From an optimization exercise on the open Yosys and OpenROAD flow, aimed at small area, a short achievable clock period and few clock cycles per item; shortcuts taken in it are not production practice.
The RTL was checked by simulation tests, not by an equivalence proof against the original design.
No activity file was given, so power comes from the tool's default toggle rates.

<file path="flow/design.v">
`timescale 1ns / 1ps
package sqllex_pkg;
  localparam logic [3:0] M_N   = 4'd0;    
  localparam logic [3:0] M_NS  = 4'd1;    
  localparam logic [3:0] M_ND  = 4'd2;    
  localparam logic [3:0] M_B   = 4'd4;    
  localparam logic [3:0] M_BS  = 4'd5;    
  localparam logic [3:0] M_L   = 4'd6;    
  localparam logic [3:0] M_S   = 4'd8;    
  localparam logic [3:0] M_SQ  = 4'd9;    
  localparam logic [3:0] M_W   = 4'd10;   
  localparam logic [3:0] M_NUM = 4'd11;   
endpackage
`timescale 1ns / 1ps
module sqllex_kwmatch (
  input  logic [7:0] s,
  input  logic [4:0] sym,
  output logic [7:0] ns,
  output logic       acc
);
  assign acc = s >= 8'd252;
  always_comb begin
    ns = 8'd171;
    case ({s, sym})
      {8'd0, 5'd1}: ns = 8'd1;
      {8'd0, 5'd2}: ns = 8'd2;
      {8'd0, 5'd3}: ns = 8'd3;
      {8'd0, 5'd4}: ns = 8'd4;
      {8'd0, 5'd5}: ns = 8'd87;
      {8'd0, 5'd6}: ns = 8'd6;
      {8'd0, 5'd7}: ns = 8'd7;
      {8'd0, 5'd8}: ns = 8'd8;
      {8'd0, 5'd9}: ns = 8'd9;
      {8'd0, 5'd10}: ns = 8'd10;
      {8'd0, 5'd12}: ns = 8'd11;
      {8'd0, 5'd13}: ns = 8'd12;
      {8'd0, 5'd14}: ns = 8'd13;
      {8'd0, 5'd15}: ns = 8'd14;
      {8'd0, 5'd16}: ns = 8'd15;
      {8'd0, 5'd18}: ns = 8'd16;
      {8'd0, 5'd19}: ns = 8'd17;
      {8'd0, 5'd20}: ns = 8'd18;
      {8'd0, 5'd21}: ns = 8'd81;
      {8'd0, 5'd22}: ns = 8'd20;
      {8'd0, 5'd23}: ns = 8'd21;
      {8'd1, 5'd12}: ns = 8'd22;
      {8'd1, 5'd14}: ns = 8'd23;
      {8'd1, 5'd19}: ns = 8'd252;
      {8'd1, 5'd22}: ns = 8'd24;
      {8'd2, 5'd5}: ns = 8'd25;
      {8'd2, 5'd9}: ns = 8'd26;
      {8'd2, 5'd12}: ns = 8'd27;
      {8'd2, 5'd15}: ns = 8'd28;
      {8'd2, 5'd25}: ns = 8'd252;
      {8'd3, 5'd1}: ns = 8'd29;
      {8'd3, 5'd8}: ns = 8'd30;
      {8'd3, 5'd12}: ns = 8'd31;
      {8'd3, 5'd15}: ns = 8'd32;
      {8'd3, 5'd18}: ns = 8'd33;
      {8'd3, 5'd21}: ns = 8'd95;
      {8'd4, 5'd1}: ns = 8'd35;
      {8'd4, 5'd5}: ns = 8'd36;
      {8'd4, 5'd9}: ns = 8'd37;
      {8'd87, 5'd12}: ns = 8'd38;
      {8'd87, 5'd14}: ns = 8'd23;
      {8'd87, 5'd24}: ns = 8'd39;
      {8'd6, 5'd1}: ns = 8'd40;
      {8'd6, 5'd5}: ns = 8'd41;
      {8'd6, 5'd15}: ns = 8'd42;
      {8'd6, 5'd18}: ns = 8'd43;
      {8'd6, 5'd21}: ns = 8'd44;
      {8'd7, 5'd18}: ns = 8'd45;
      {8'd8, 5'd1}: ns = 8'd46;
      {8'd9, 5'd6}: ns = 8'd252;
      {8'd9, 5'd14}: ns = 8'd253;
      {8'd9, 5'd19}: ns = 8'd252;
      {8'd10, 5'd15}: ns = 8'd47;
      {8'd11, 5'd5}: ns = 8'd48;
      {8'd11, 5'd9}: ns = 8'd49;
      {8'd11, 5'd15}: ns = 8'd50;
      {8'd11, 5'd20}: ns = 8'd51;
      {8'd12, 5'd1}: ns = 8'd52;
      {8'd12, 5'd9}: ns = 8'd53;
      {8'd13, 5'd15}: ns = 8'd54;
      {8'd13, 5'd21}: ns = 8'd55;
      {8'd13, 5'd22}: ns = 8'd22;
      {8'd14, 5'd6}: ns = 8'd252;
      {8'd14, 5'd14}: ns = 8'd252;
      {8'd14, 5'd16}: ns = 8'd56;
      {8'd14, 5'd18}: ns = 8'd254;
      {8'd14, 5'd21}: ns = 8'd57;
      {8'd15, 5'd12}: ns = 8'd58;
      {8'd15, 5'd18}: ns = 8'd59;
      {8'd16, 5'd1}: ns = 8'd60;
      {8'd16, 5'd5}: ns = 8'd61;
      {8'd16, 5'd9}: ns = 8'd62;
      {8'd16, 5'd15}: ns = 8'd63;
      {8'd16, 5'd20}: ns = 8'd51;
      {8'd17, 5'd5}: ns = 8'd64;
      {8'd17, 5'd21}: ns = 8'd101;
      {8'd17, 5'd25}: ns = 8'd66;
      {8'd18, 5'd1}: ns = 8'd67;
      {8'd18, 5'd8}: ns = 8'd56;
      {8'd18, 5'd9}: ns = 8'd93;
      {8'd18, 5'd15}: ns = 8'd69;
      {8'd18, 5'd18}: ns = 8'd70;
      {8'd18, 5'd25}: ns = 8'd71;
      {8'd81, 5'd14}: ns = 8'd72;
      {8'd81, 5'd16}: ns = 8'd73;
      {8'd20, 5'd1}: ns = 8'd74;
      {8'd21, 5'd8}: ns = 8'd75;
      {8'd22, 5'd12}: ns = 8'd252;
      {8'd23, 5'd4}: ns = 8'd252;
      {8'd24, 5'd7}: ns = 8'd252;
      {8'd25, 5'd7}: ns = 8'd47;
      {8'd25, 5'd20}: ns = 8'd76;
      {8'd26, 5'd14}: ns = 8'd77;
      {8'd27, 5'd15}: ns = 8'd78;
      {8'd28, 5'd15}: ns = 8'd79;
      {8'd29, 5'd19}: ns = 8'd80;
      {8'd30, 5'd1}: ns = 8'd42;
      {8'd31, 5'd15}: ns = 8'd19;
      {8'd32, 5'd21}: ns = 8'd82;
      {8'd33, 5'd15}: ns = 8'd83;
      {8'd95, 5'd18}: ns = 8'd84;
      {8'd35, 5'd20}: ns = 8'd80;
      {8'd36, 5'd3}: ns = 8'd85;
      {8'd36, 5'd6}: ns = 8'd144;
      {8'd36, 5'd12}: ns = 8'd5;
      {8'd37, 5'd19}: ns = 8'd88;
      {8'd38, 5'd19}: ns = 8'd89;
      {8'd39, 5'd3}: ns = 8'd90;
      {8'd39, 5'd9}: ns = 8'd91;
      {8'd40, 5'd12}: ns = 8'd29;
      {8'd41, 5'd20}: ns = 8'd92;
      {8'd42, 5'd18}: ns = 8'd252;
      {8'd43, 5'd15}: ns = 8'd68;
      {8'd44, 5'd12}: ns = 8'd22;
      {8'd44, 5'd14}: ns = 8'd94;
      {8'd45, 5'd15}: ns = 8'd34;
      {8'd46, 5'd22}: ns = 8'd96;
      {8'd253, 5'd4}: ns = 8'd97;
      {8'd253, 5'd14}: ns = 8'd98;
      {8'd253, 5'd19}: ns = 8'd99;
      {8'd253, 5'd20}: ns = 8'd166;
      {8'd47, 5'd9}: ns = 8'd65;
      {8'd48, 5'd6}: ns = 8'd54;
      {8'd49, 5'd11}: ns = 8'd80;
      {8'd50, 5'd15}: ns = 8'd102;
      {8'd50, 5'd23}: ns = 8'd98;
      {8'd51, 5'd18}: ns = 8'd103;
      {8'd52, 5'd24}: ns = 8'd252;
      {8'd53, 5'd14}: ns = 8'd255;
      {8'd54, 5'd20}: ns = 8'd252;
      {8'd55, 5'd12}: ns = 8'd22;
      {8'd55, 5'd13}: ns = 8'd104;
      {8'd56, 5'd5}: ns = 8'd65;
      {8'd254, 5'd4}: ns = 8'd98;
      {8'd57, 5'd20}: ns = 8'd98;
      {8'd58, 5'd19}: ns = 8'd105;
      {8'd59, 5'd15}: ns = 8'd106;
      {8'd60, 5'd9}: ns = 8'd29;
      {8'd61, 5'd3}: ns = 8'd107;
      {8'd61, 5'd20}: ns = 8'd108;
      {8'd62, 5'd7}: ns = 8'd109;
      {8'd63, 5'd23}: ns = 8'd110;
      {8'd64, 5'd12}: ns = 8'd111;
      {8'd64, 5'd20}: ns = 8'd252;
      {8'd101, 5'd2}: ns = 8'd112;
      {8'd101, 5'd13}: ns = 8'd252;
      {8'd66, 5'd19}: ns = 8'd113;
      {8'd67, 5'd2}: ns = 8'd114;
      {8'd93, 5'd13}: ns = 8'd115;
      {8'd69, 5'd31}: ns = 8'd116;
      {8'd70, 5'd9}: ns = 8'd68;
      {8'd70, 5'd21}: ns = 8'd80;
      {8'd71, 5'd16}: ns = 8'd80;
      {8'd72, 5'd9}: ns = 8'd117;
      {8'd73, 5'd4}: ns = 8'd118;
      {8'd73, 5'd16}: ns = 8'd98;
      {8'd74, 5'd12}: ns = 8'd119;
      {8'd74, 5'd18}: ns = 8'd120;
      {8'd75, 5'd5}: ns = 8'd121;
      {8'd75, 5'd9}: ns = 8'd114;
      {8'd76, 5'd23}: ns = 8'd122;
      {8'd77, 5'd1}: ns = 8'd123;
      {8'd78, 5'd2}: ns = 8'd252;
      {8'd79, 5'd12}: ns = 8'd124;
      {8'd80, 5'd5}: ns = 8'd252;
      {8'd19, 5'd2}: ns = 8'd252;
      {8'd19, 5'd19}: ns = 8'd80;
      {8'd82, 5'd14}: ns = 8'd54;
      {8'd83, 5'd19}: ns = 8'd125;
      {8'd84, 5'd19}: ns = 8'd126;
      {8'd85, 5'd12}: ns = 8'd127;
      {8'd85, 5'd15}: ns = 8'd128;
      {8'd144, 5'd1}: ns = 8'd129;
      {8'd5, 5'd5}: ns = 8'd35;
      {8'd88, 5'd20}: ns = 8'd130;
      {8'd89, 5'd5}: ns = 8'd252;
      {8'd89, 5'd9}: ns = 8'd131;
      {8'd90, 5'd5}: ns = 8'd132;
      {8'd91, 5'd19}: ns = 8'd133;
      {8'd91, 5'd20}: ns = 8'd252;
      {8'd92, 5'd3}: ns = 8'd134;
      {8'd68, 5'd13}: ns = 8'd252;
      {8'd94, 5'd3}: ns = 8'd135;
      {8'd34, 5'd21}: ns = 8'd102;
      {8'd96, 5'd9}: ns = 8'd136;
      {8'd97, 5'd5}: ns = 8'd52;
      {8'd98, 5'd5}: ns = 8'd42;
      {8'd99, 5'd5}: ns = 8'd137;
      {8'd99, 5'd20}: ns = 8'd42;
      {8'd166, 5'd5}: ns = 8'd138;
      {8'd166, 5'd15}: ns = 8'd252;
      {8'd65, 5'd14}: ns = 8'd252;
      {8'd102, 5'd16}: ns = 8'd252;
      {8'd103, 5'd9}: ns = 8'd68;
      {8'd255, 5'd21}: ns = 8'd125;
      {8'd104, 5'd2}: ns = 8'd98;
      {8'd105, 5'd31}: ns = 8'd139;
      {8'd106, 5'd3}: ns = 8'd140;
      {8'd107, 5'd15}: ns = 8'd141;
      {8'd108, 5'd21}: ns = 8'd142;
      {8'd109, 5'd8}: ns = 8'd54;
      {8'd110, 5'd9}: ns = 8'd23;
      {8'd110, 5'd14}: ns = 8'd143;
      {8'd110, 5'd20}: ns = 8'd86;
      {8'd111, 5'd5}: ns = 8'd145;
      {8'd112, 5'd19}: ns = 8'd146;
      {8'd113, 5'd4}: ns = 8'd118;
      {8'd114, 5'd12}: ns = 8'd80;
      {8'd115, 5'd5}: ns = 8'd147;
      {8'd116, 5'd3}: ns = 8'd148;
      {8'd116, 5'd4}: ns = 8'd118;
      {8'd116, 5'd14}: ns = 8'd149;
      {8'd117, 5'd15}: ns = 8'd65;
      {8'd118, 5'd1}: ns = 8'd35;
      {8'd119, 5'd21}: ns = 8'd150;
      {8'd120, 5'd3}: ns = 8'd151;
      {8'd121, 5'd14}: ns = 8'd252;
      {8'd121, 5'd18}: ns = 8'd80;
      {8'd122, 5'd5}: ns = 8'd56;
      {8'd123, 5'd18}: ns = 8'd152;
      {8'd124, 5'd5}: ns = 8'd153;
      {8'd125, 5'd19}: ns = 8'd252;
      {8'd126, 5'd15}: ns = 8'd42;
      {8'd127, 5'd1}: ns = 8'd154;
      {8'd128, 5'd4}: ns = 8'd80;
      {8'd129, 5'd21}: ns = 8'd155;
      {8'd130, 5'd9}: ns = 8'd156;
      {8'd131, 5'd6}: ns = 8'd252;
      {8'd132, 5'd16}: ns = 8'd135;
      {8'd133, 5'd20}: ns = 8'd125;
      {8'd134, 5'd8}: ns = 8'd252;
      {8'd135, 5'd20}: ns = 8'd72;
      {8'd136, 5'd14}: ns = 8'd24;
      {8'd137, 5'd18}: ns = 8'd54;
      {8'd138, 5'd7}: ns = 8'd98;
      {8'd138, 5'd18}: ns = 8'd157;
      {8'd139, 5'd9}: ns = 8'd158;
      {8'd140, 5'd5}: ns = 8'd159;
      {8'd141, 5'd18}: ns = 8'd23;
      {8'd142, 5'd18}: ns = 8'd65;
      {8'd143, 5'd21}: ns = 8'd68;
      {8'd86, 5'd25}: ns = 8'd71;
      {8'd145, 5'd3}: ns = 8'd54;
      {8'd146, 5'd20}: ns = 8'd42;
      {8'd147, 5'd19}: ns = 8'd160;
      {8'd148, 5'd8}: ns = 8'd30;
      {8'd149, 5'd21}: ns = 8'd161;
      {8'd150, 5'd5}: ns = 8'd125;
      {8'd151, 5'd8}: ns = 8'd162;
      {8'd152, 5'd25}: ns = 8'd105;
      {8'd153, 5'd1}: ns = 8'd65;
      {8'd154, 5'd18}: ns = 8'd80;
      {8'd155, 5'd12}: ns = 8'd54;
      {8'd156, 5'd14}: ns = 8'd145;
      {8'd157, 5'd19}: ns = 8'd111;
      {8'd158, 5'd14}: ns = 8'd163;
      {8'd159, 5'd4}: ns = 8'd164;
      {8'd160, 5'd20}: ns = 8'd165;
      {8'd161, 5'd13}: ns = 8'd104;
      {8'd162, 5'd1}: ns = 8'd100;
      {8'd163, 5'd20}: ns = 8'd167;
      {8'd164, 5'd21}: ns = 8'd154;
      {8'd165, 5'd1}: ns = 8'd168;
      {8'd100, 5'd18}: ns = 8'd169;
      {8'd167, 5'd5}: ns = 8'd170;
      {8'd168, 5'd13}: ns = 8'd102;
      {8'd169, 5'd27}: ns = 8'd252;
      {8'd170, 5'd7}: ns = 8'd98;
      default: ;
    endcase
  end
endmodule
`timescale 1ns / 1ps
module sqllex_ofifo (
  input  logic        clk,
  input  logic        rst_n,
  input  logic        push,
  input  logic [1:0]  push_cls,
  input  logic [15:0] push_start,
  input  logic [16:0] push_end,
  input  logic        push_last,
  input  logic        push_ovf,
  input  logic        pop,
  output logic        full,
  output logic [1:0]  cls,
  output logic [15:0] start,
  output logic [16:0] stop,
  output logic        last,
  output logic        ovf
);
  always_ff @(posedge clk) begin
    if (!full) begin
      cls   <= push_cls;
      start <= push_start;
      stop  <= push_end;
      last  <= push_last;
      ovf   <= push_ovf;
    end
    if (!rst_n)    full <= 1'b0;
    else if (full) full <= !pop;
    else           full <= push;
  end
endmodule
`timescale 1ns / 1ps
module sqllex_scan (
  input  logic        clk,
  input  logic        rst_n,
  input  logic        in_valid,
  output logic        in_stall,
  input  logic [15:0] code_unit,
  input  logic        text_end,
  input  logic        busy,         
  output logic        emit,         
  output logic [1:0]  emit_cls,
  output logic [15:0] emit_start,
  output logic [16:0] emit_end,
  output logic        emit_last,
  output logic        emit_ovf
);
  logic [7:0] c8;
  logic       hz, letter, under, two;
  logic       n_slash, n_star, n_dash, n_quote, n_crlf, n_wst, n_dig, n_wc, n_nc;
  logic [4:0] n_sym;
  assign c8      = code_unit[7:0];
  assign hz      = code_unit[15:8] == 8'd0;
  assign letter  = hz && (c8[7:6] == 2'b01) && (c8[4:0] != 5'd0) && (c8[4:0] <= 5'd26);
  assign under   = hz && c8 == 8'h5F;
  assign two     = hz && c8 == 8'h32;
  assign n_slash = hz && c8 == 8'h2F;
  assign n_star  = hz && c8 == 8'h2A;
  assign n_dash  = hz && c8 == 8'h2D;
  assign n_quote = hz && c8 == 8'h27;
  assign n_crlf  = hz && (c8 == 8'h0D || c8 == 8'h0A);
  assign n_dig   = hz && c8[7:4] == 4'h3 && c8[3:0] <= 4'd9;
  assign n_wst   = letter || under;
  assign n_wc    = n_wst || n_dig || (hz && (c8 == 8'h24 || c8 == 8'h23));
  assign n_nc    = n_dig || (hz && (c8 == 8'h2E || c8 == 8'h45 || c8 == 8'h65));
  assign n_sym   = n_wst ? c8[4:0] : {two, two, 1'b0, two, two};
  localparam logic [3:0] K_OTHER = 4'b0000;
  localparam logic [3:0] K_SLASH = 4'b0001;
  localparam logic [3:0] K_STAR  = 4'b0010;
  localparam logic [3:0] K_DASH  = 4'b0011;
  localparam logic [3:0] K_QUOTE = 4'b0100;
  localparam logic [3:0] K_CRLF  = 4'b0101;
  localparam logic [3:0] K_DOT   = 4'b0110;
  localparam logic [3:0] K_DOLH  = 4'b1000;    
  localparam logic [3:0] K_DIGIT = 4'b1001;
  localparam logic [3:0] K_LET   = 4'b1010;    
  localparam logic [3:0] K_LETE  = 4'b1011;    
  logic [3:0] n_k;
  always_comb begin
    n_k = K_OTHER;
    if (n_wst)                                 n_k = (c8[4:0] == 5'd5) ? K_LETE : K_LET;
    else if (n_dig)                            n_k = K_DIGIT;
    else if (hz && (c8 == 8'h24 || c8 == 8'h23)) n_k = K_DOLH;
    else if (n_slash)                          n_k = K_SLASH;
    else if (n_star)                           n_k = K_STAR;
    else if (n_dash)                           n_k = K_DASH;
    else if (n_quote)                          n_k = K_QUOTE;
    else if (n_crlf)                           n_k = K_CRLF;
    else if (hz && c8 == 8'h2E)                n_k = K_DOT;
  end
  logic       i_v, i_end;
  logic [3:0] i_k;
  logic       slash, star, dash, quote, crlf, wstart, digit, wordc, numc;
  logic [4:0] i_s;
  assign slash  = i_k == K_SLASH;
  assign star   = i_k == K_STAR;
  assign dash   = i_k == K_DASH;
  assign quote  = i_k == K_QUOTE;
  assign crlf   = i_k == K_CRLF;
  assign wordc  = i_k[3];
  assign wstart = i_k[3] && i_k[1];
  assign digit  = i_k == K_DIGIT;
  assign numc   = (i_k[3] && i_k[0]) || i_k == K_DOT;
  logic       cc_r;         
  logic [3:0]  mode_r, m_nxt, mode_d;
  logic        fin_r, pov_r;
  logic        bc_r, bc_d;      
  logic [16:0] pos_r, pos_inc;
  logic [15:0] tb_r;
  logic [7:0]  ds_r, ds_step;
  logic        acc;
  sqllex_kwmatch u_kw (.s(ds_r), .sym(i_s), .ns(ds_step), .acc(acc));
  logic close, rescan, newtok, tokopen, bc, blocked, go;
  assign bc = bc_r;
  always_comb begin
    close  = 1'b0;      
    rescan = 1'b0;
    m_nxt  = mode_r;
    case (mode_r)
      sqllex_pkg::M_B:   m_nxt = star ? sqllex_pkg::M_BS : sqllex_pkg::M_B;
      sqllex_pkg::M_BS:  m_nxt = slash ? sqllex_pkg::M_N : (star ? sqllex_pkg::M_BS : sqllex_pkg::M_B);
      sqllex_pkg::M_L:   if (crlf) begin close = 1'b1; rescan = 1'b1; end
      sqllex_pkg::M_S:   m_nxt = quote ? sqllex_pkg::M_SQ : sqllex_pkg::M_S;
      sqllex_pkg::M_SQ:  if (quote) m_nxt = sqllex_pkg::M_S; else begin close = 1'b1; rescan = 1'b1; end
      sqllex_pkg::M_W:   if (!wordc) begin close = acc; rescan = 1'b1; end
      sqllex_pkg::M_NUM: if (!numc) begin close = 1'b1; rescan = 1'b1; end
      sqllex_pkg::M_NS:  if (star) m_nxt = sqllex_pkg::M_B; else rescan = 1'b1;
      sqllex_pkg::M_ND:  if (dash) m_nxt = sqllex_pkg::M_L; else rescan = 1'b1;
      default: rescan = 1'b1;
    endcase
    newtok = 1'b0;
    if (rescan) begin
      newtok = 1'b1;
      if (slash)       m_nxt = sqllex_pkg::M_NS;
      else if (dash)   m_nxt = sqllex_pkg::M_ND;
      else if (quote)  m_nxt = sqllex_pkg::M_S;
      else if (wstart) m_nxt = sqllex_pkg::M_W;
      else if (digit)  m_nxt = sqllex_pkg::M_NUM;
      else begin
        m_nxt  = sqllex_pkg::M_N;
        newtok = 1'b0;
      end
    end
  end
  logic bc_set;    
  assign bc_set  = mode_r == sqllex_pkg::M_BS && slash;
  assign tokopen = bc_set || !(m_nxt == sqllex_pkg::M_N || m_nxt == sqllex_pkg::M_NS ||
                               m_nxt == sqllex_pkg::M_ND);
  assign blocked  = busy && (fin_r || bc || (i_v && cc_r));
  assign go       = i_v && !fin_r && !blocked;
  assign in_stall = i_v && !go;
  assign emit       = fin_r ? (mode_r != sqllex_pkg::M_W || acc) : (bc || (i_v && close));
  assign emit_start = tb_r;
  assign emit_end   = pos_r;
  assign emit_ovf   = (fin_r || bc) ? pov_r : pos_r[16];
  assign emit_last  = fin_r || bc || !(i_end && (quote || digit));
  always_comb begin
    case (mode_r)
      sqllex_pkg::M_S, sqllex_pkg::M_SQ: emit_cls = 2'd1;
      sqllex_pkg::M_W:                   emit_cls = 2'd2;
      sqllex_pkg::M_NUM:                 emit_cls = 2'd3;
      default:                           emit_cls = 2'd0;
    endcase
  end
  assign pos_inc = pos_r[16] ? pos_r : pos_r + 17'd1;
  logic [3:0] m_go;
  assign m_go = (i_end && !tokopen) ? sqllex_pkg::M_N : m_nxt;
  always_comb begin
    mode_d = mode_r;
    bc_d   = bc_r;
    if (fin_r) begin
      if (!busy) begin
        mode_d = sqllex_pkg::M_N;
        bc_d   = 1'b0;
      end
    end else if (go) begin
      mode_d = m_go;
      bc_d   = bc_set;
    end else if (bc_r && !busy) begin
      bc_d   = 1'b0;
    end
  end
  function automatic logic may_close(input logic [3:0] m, input logic crlf_i, input logic quote_i,
                                     input logic wc_i, input logic nc_i);
    may_close = (m == sqllex_pkg::M_L && crlf_i) || (m == sqllex_pkg::M_SQ && !quote_i) ||
                (m == sqllex_pkg::M_W && !wc_i) || (m == sqllex_pkg::M_NUM && !nc_i);
  endfunction
  logic cc_go, cc_hold;
  assign cc_go   = may_close(m_go, n_crlf, n_quote, n_wc, n_nc);
  assign cc_hold = may_close(mode_r, n_crlf, n_quote, n_wc, n_nc);
  always_ff @(posedge clk) begin
    if (!in_stall) begin
      i_end  <= text_end;
      i_k    <= n_k;
      i_s    <= n_sym;
      cc_r   <= go ? cc_go : cc_hold;
    end
    if (go && newtok) tb_r <= pos_r[15:0] | {16{pos_r[16]}};
    if (go) pov_r <= pos_r[16];
    if (!rst_n) begin
      i_v    <= 1'b0;
      mode_r <= sqllex_pkg::M_N;
      bc_r   <= 1'b0;
      fin_r  <= 1'b0;
      pos_r  <= '0;
      ds_r   <= '0;
    end else begin
      if (!in_stall) i_v <= in_valid;
      mode_r <= mode_d;
      bc_r   <= bc_d;
      if (fin_r) begin
        if (!busy) begin
          fin_r <= 1'b0;
          pos_r <= '0;
          ds_r  <= '0;
        end
      end else if (go) begin
        pos_r <= (i_end && !tokopen) ? 17'd0 : pos_inc;
        fin_r <= i_end && tokopen;
        ds_r  <= (m_nxt == sqllex_pkg::M_W) ? ds_step : 8'd0;
      end
    end
  end
endmodule
`timescale 1ns / 1ps
module sql_lexer_token_classifier_core (
  input  logic        clk,
  input  logic        rst_n,
  input  logic        in_valid,
  output logic        in_stall,
  input  logic [15:0] in_code_unit,
  input  logic        in_text_end,
  output logic        out_valid,
  input  logic        out_stall,
  output logic [1:0]  out_token_class,
  output logic [15:0] out_token_start,
  output logic [16:0] out_token_end,
  output logic        out_run_last,
  output logic        out_offset_overflow
);
  logic        emit, emit_last, busy;
  logic [1:0]  emit_cls;
  logic [15:0] emit_start;
  logic [16:0] emit_end;
  logic        emit_ovf;
  sqllex_scan u_scan (
    .clk        (clk),
    .rst_n      (rst_n),
    .in_valid   (in_valid),
    .in_stall   (in_stall),
    .code_unit  (in_code_unit),
    .text_end   (in_text_end),
    .busy       (busy),
    .emit       (emit),
    .emit_cls   (emit_cls),
    .emit_start (emit_start),
    .emit_end   (emit_end),
    .emit_last  (emit_last),
    .emit_ovf   (emit_ovf)
  );
  sqllex_ofifo u_ofifo (
    .clk        (clk),
    .rst_n      (rst_n),
    .push       (emit),
    .push_cls   (emit_cls),
    .push_start (emit_start),
    .push_end   (emit_end),
    .push_last  (emit_last),
    .push_ovf   (emit_ovf),
    .pop        (!out_stall),
    .full       (busy),
    .cls        (out_token_class),
    .start      (out_token_start),
    .stop       (out_token_end),
    .last       (out_run_last),
    .ovf        (out_offset_overflow)
  );
  assign out_valid = busy;
endmodule
</file>
<file path="flow/flow/run.sh">
#!/bin/bash
# Layout: the standard flow (standard.sh, all steps, standard synthesis) with one
# change: the buffers that ORFS puts on the input and output ports at global placement
# are sky130_fd_sc_hd__buf_2 instead of ORFS's default pick (a delay buffer cell).
# Each port still gets its own buffer. The whole make output goes to standard.log; the
# ORFS tools' own logs stay under orfs/logs/.
set -euo pipefail
cp config.mk config_ports.mk
echo 'export BUFFER_PORTS_ARGS = -buffer_cell sky130_fd_sc_hd__buf_2' >> config_ports.mk
sed "s#DESIGN_CONFIG=[^ ]*config.mk#DESIGN_CONFIG=$PWD/config_ports.mk#" standard.sh > standard_ports.sh
grep -q "config_ports.mk" standard_ports.sh
bash standard_ports.sh > standard.log 2>&1
test -f out/final.def
</file>
<file path="flow/constraint.sdc">
create_clock -name core_clock -period 8.5 [get_ports {clk}]
set_input_delay 1.7000 -clock core_clock [delete_from_list [all_inputs] [get_ports {clk}]]
set_output_delay 1.7000 -clock core_clock [all_outputs]
set_load 0.01 [all_outputs]
</file>
<file path="flow/standard.sh">
#!/bin/bash
# synth_recipe.tcl (not shown) runs the flow's synth.tcl, then flattens the netlist and writes it again
# the make line also repeats each setting of config.mk as NAME=value (left out here)
make -C /OpenROAD-flow-scripts/flow DESIGN_CONFIG=/design/flow/config.mk WORK_HOME=/design/flow/orfs CLKGATE_MAP_FILE= SYNTH_SCRIPT=/design/flow/synth_recipe.tcl "${@:-finish}"
</file>
<file path="flow/config.mk">
export PLATFORM = sky130hd
export DESIGN_NAME = sql_lexer_token_classifier_core
export DESIGN_NICKNAME = sql_lexer_token_classifier_core
export VERILOG_FILES = /design/flow/design.v
export SDC_FILE = /design/flow/constraint.sdc
export NUM_CORES = 4
export LEC_CHECK = 0
export CAP_MARGIN = 20
export CORE_MARGIN = 2
export CORE_UTILIZATION = 40
export SETUP_SLACK_MARGIN = 5
export SLEW_MARGIN = 20
</file>
==> impl_metrics.csv <==
group,metric,value,unit
cts,cts.sink_count,98,
drt,dr.pass1.iters,7,
sta,post-route-period-util,0.419,
drt,routed_wirelength,45.3,mm
setup_path,critical_path.cell_chain,"or3b_2 -> nor2_1 -> o21ai_0 -> a21oi_1 -> nor4_1 -> and4_1 -> nand4_1 -> a32oi_1",
worst_hold_path,hold_class,"flop to flop",
synth,syn-instance-count,1051,
power_and_ir_drop,p_leak,3.41,nW
flow_run,cap_viol_max_count,0,
synth,mappedNetlistArea,8310,sq um
global_route,grt_pass1_wl,64.7,mm
drt,post_drt_via_cell_ratio,7.51,
sta,max_slew_headroom_at_the_worst_pin,0.123,
setup_path,required,8.71,ns
cells_and_area,fin_cells,1367,
synth,synth_most_common_cell,"nor2_1",
run_status,status,"finished clean",
floorplanning,dieArea,21900,sq um
setup_path,critical_path.reg2reg.endpoint,"u_scan.ds_r[7]",
floorplanning,area_of_the_core,20300,sq um
synth,synthesis.nets,1073,
cts,cts_tree,"done",
floorplanning,starting_utilization_of_the_core_area,0.409,
floorplanning,number_of_core_rows,52,
setup_path,timing.critical_path.from_type,"flop",
worst_hold_path,worst_hold_startpoint,"u_scan.tb_r[8]",
cts,cts.clk_slew.worst_paths,0.08,ns
placed_design,place.port_buffers,59,
setup_path,critical_path_class,"flop to flop",
worst_hold_path,timing.hold.worst_path_depth,0,
cells_and_area,final_core_util,0.470,
sta,post-route-min-period,3.57,ns
setup_path,reg2reg_setup_slack,4.93,ns
global_route,grt_pass1_vias,9467,
global_route,gr-usage-all-layers,0.403,
setup_path,timing.critical_path.arrival,3.77,ns
floorplanning,die-height,148,um
cells_and_area,multiInputGateArea,5430,sq um
setup_path,cp_slowest_stage_delay,0.82,ns
synth,number_of_warnings_reported_in_the_yosys_synthesis_log,3,
cts,cts-hold-fix-buffers,0,
sta,tightest_slew,1.30,ns
placed_design,place_congestion,1.20,
synth,synth.yosys.seq_area_share,0.314,
global_route,grt_remaining_overflow,0,
drt,detailroute.via_count,10300,
global_route,grt_antenna_before_repair,1,
power_and_ir_drop,post-layout-total-power,1.10,mW
sta,maxClockFrequency,280,MHz
setup_path,worst-r2r-cell-count,8,
sta,final-max-slew-violation-count,0,
power_and_ir_drop,pwr_per_cell_area,116,nW/um^2
synth,number_of_storage_elements_in_the_synthesis_netlist,98,
drt,final_antenna_net_count,0,
cells_and_area,finalNetCount,1113,
sta,timing.final.hold_violations,0,
setup_path,critical_path_peak_fanout,15,
cells_and_area,layout-area-overhead-vs-synth,14.8,%
sta,tns,0,ns
drt,detail_route.iter0.violations,1787,
synth,synth_flop_cell,"edfxtp_1",
cts,htree_num_levels,3,
synth,synth-edff-count,65,
setup_path,setup.worst_path.end_class,"flop",
power_and_ir_drop,max-vdd-ir-drop,0.110,mV
cells_and_area,layout.filler_cells,2055,
cts,ctsLongestPathBuffers,2,
synth,yosys.area.top_type_share,0.235,
synth,synth_top_cells_by_count,"123 x nor2_1, 89 x nand2_1, 65 x edfxtp_1",
drt,detail_route.wl_per_cell,33.1,um
synth,synth_area_per_cell,7.91,sq um
worst_hold_path,holdPathEnd,"u_ofifo.start[8]",
global_route,grt_start_max_net_pins,36,
cells_and_area,post_route_cells_drive_above_1_share,0.199,
sta,layout_setup_ws,4.93,ns
synth,synthArstFlopShare,0,
floorplanning,design.portCount,60,
placed_design,dp_worst_setup_slack,4.37,ns
synth,netlist-cell-type-count,82,
floorplanning,dieWidth,148,um
setup_path,rr_startpoint,"u_scan.ds_r[4]",
sta,setup_violations,0,
drt,drc,0,
cells_and_area,sequential_cell_area,2620,sq um
sta,grt_setup_unrepaired,"true",
placed_design,dp_hpwl,31.3,mm
setup_path,worst_path_max_delay_cell,"nor2_1",
cts,clk_latency,0.36,ns
sta,finalClockSkew,0.0166,ns
synth,synth_top_cells_by_area,"edfxtp_1 23%, dfxtp_1 7.9%, nor2_1 5.6%, nand2_1 4.0%, nor4_1 3.4%",
cts,cts_buffers,9,
cts,cts_root_buffer,"clkbuf_16",
synth,post-synth-top-area-cell,"edfxtp_1",
placed_design,post-place-cells,1318,
==> routing by layer <==
metal / share of wire / GRT usage / vias to the layer above
met1: 0.37 / 0.511 / 4857
met3: 0.13 / 0.125 / 303
met5: 0 / 0 / -
met2: 0.42 / 0.592 / 946
li1: - / - / 4166
met4: 0.085 / 0.260 / 0
==> cell families after synthesis <==
family          count (synthesis)  share of synthesized area
xor+xnor                       19                     0.0200
compound gates                280                      0.225
simple gates                  545                      0.370
flops                          98                      0.314
mux                             5                    0.00632
fa+ha+maj                       2                    0.00271
buf+inv                       102                     0.0616
==> through the flow <==
stage          instance area [sq um]  hold WS (ns)
2_1_floorplan                   8310         0.400
3_3_place_gp                    8720         0.401
3_5_place_dp                    8740         0.405
4_1_cts                         9240         0.422
5_1_grt                         9540         0.434
6_report                        9540         0.422
==> sequential cells by signal (all words and copies together), names as in the netlist <==
name / count
u_ofifo.cls: 2
u_ofifo.full: 1
u_ofifo.last: 1
u_ofifo.ovf: 1
u_ofifo.start: 16
u_ofifo.stop: 17
u_scan.bc_r: 1
u_scan.cc_r: 1
u_scan.ds_r: 8
u_scan.fin_r: 1
u_scan.i_end: 1
u_scan.i_k: 4
u_scan.i_s: 5
u_scan.i_v: 1
u_scan.mode_r: 4
u_scan.pos_r: 17
u_scan.pov_r: 1
u_scan.tb_r: 16
==> how the worst max path moves through the flow <==
stage | start | end | slack (ns)
2_1_floorplan | in_code_unit[12] | u_scan.cc_r | 5.12
3_3_place_gp | rst_n | u_scan.ds_r[7] | 3.93
3_5_place_dp | u_scan.i_s[0] | u_scan.ds_r[0] | 4.37
4_1_cts | u_scan.ds_r[6] | u_scan.ds_r[0] | 5.00
5_1_grt | u_scan.fin_r | in_stall | 4.96
6_report | u_scan.ds_r[4] | u_scan.ds_r[7] | 4.93
==> critical path: cells and delay by family, from the launching register on <==
family | cells | cell delay, ns
flip-flops | 1 | 0.69
AND/OR/NAND/NOR | 5 | 2.05
AO/OA/AOI/OAI | 3 | 0.66
==> layout by cell type (no fill, tap or decap), drive strengths merged, types with 11 or more instances in the layout <==
cell / n
a21oi: 53
a22oi: 20
a31oi: 20
a32oi: 20
buf: 121
dfxtp: 33
edfxtp: 65
inv: 12
nand2: 89
nand2b: 15
nand3: 47
nand4: 24
nand4b: 15
nor2: 124
nor2b: 17
nor3: 44
nor4: 45
o21ai: 55
o22ai: 31
or2: 20
or4b: 11
==> layout make-up <==
type / count / area share
Inverter: 10 / 0.00394
Multi-Input combinational cell: 851 / 0.569
Tap cell: 270 / 0.0354
Timing Repair Buffer: 121 / 0.0857
Clock inverter: 7 / 0.00800
Sequential cell: 98 / 0.274
Antenna cell: 1 / 0.000262
Clock buffer: 9 / 0.0236
==> power by group <==
group	switching (mW)	total, mW	internal [mW]	leakage (nW)
Combinational	0.103	0.155	0.0513	2.29
Sequential	0.0118	0.532	0.520	0.974
Clock	0.206	0.416	0.210	0.149
==> timing repair <==
action | CTS | global route
endpoints found under the hold margin | 0 | 0
pin swaps | 1 | 5
gates resized for setup | 13 | 34
setup endpoints to repair | 9 | 10
buffers inserted | 18 | 14
Testbench counts, summed over its fixed seeds: cycles 30,878, chars 30,799.

==> port drivers added, routing unchanged <==
No port has a modelled driver above. Below, the same layout with a new extraction and two added sets of constraints. Step 1: set_driving_cell puts a clkbuf_16 on clk and a buf_2 on each other input, an assumption about the parent block. Step 2 also shifts input and output timing later by t, the mid clock arrival at the registers, as if the neighbouring blocks saw the same clock. Slacks: ideal ports / drivers / drivers and shift; pairs: ideal ports / drivers.
t, ns: 0.393
setup WS [ns]: 4.934 / 4.934 / 4.750
worst slew at a driven data input, ns: 0.03
After both steps setup and hold are still met in this run. For this run, drivers alone change the setup slack by 0.000 ns; drivers and shift together by -0.184 ns.
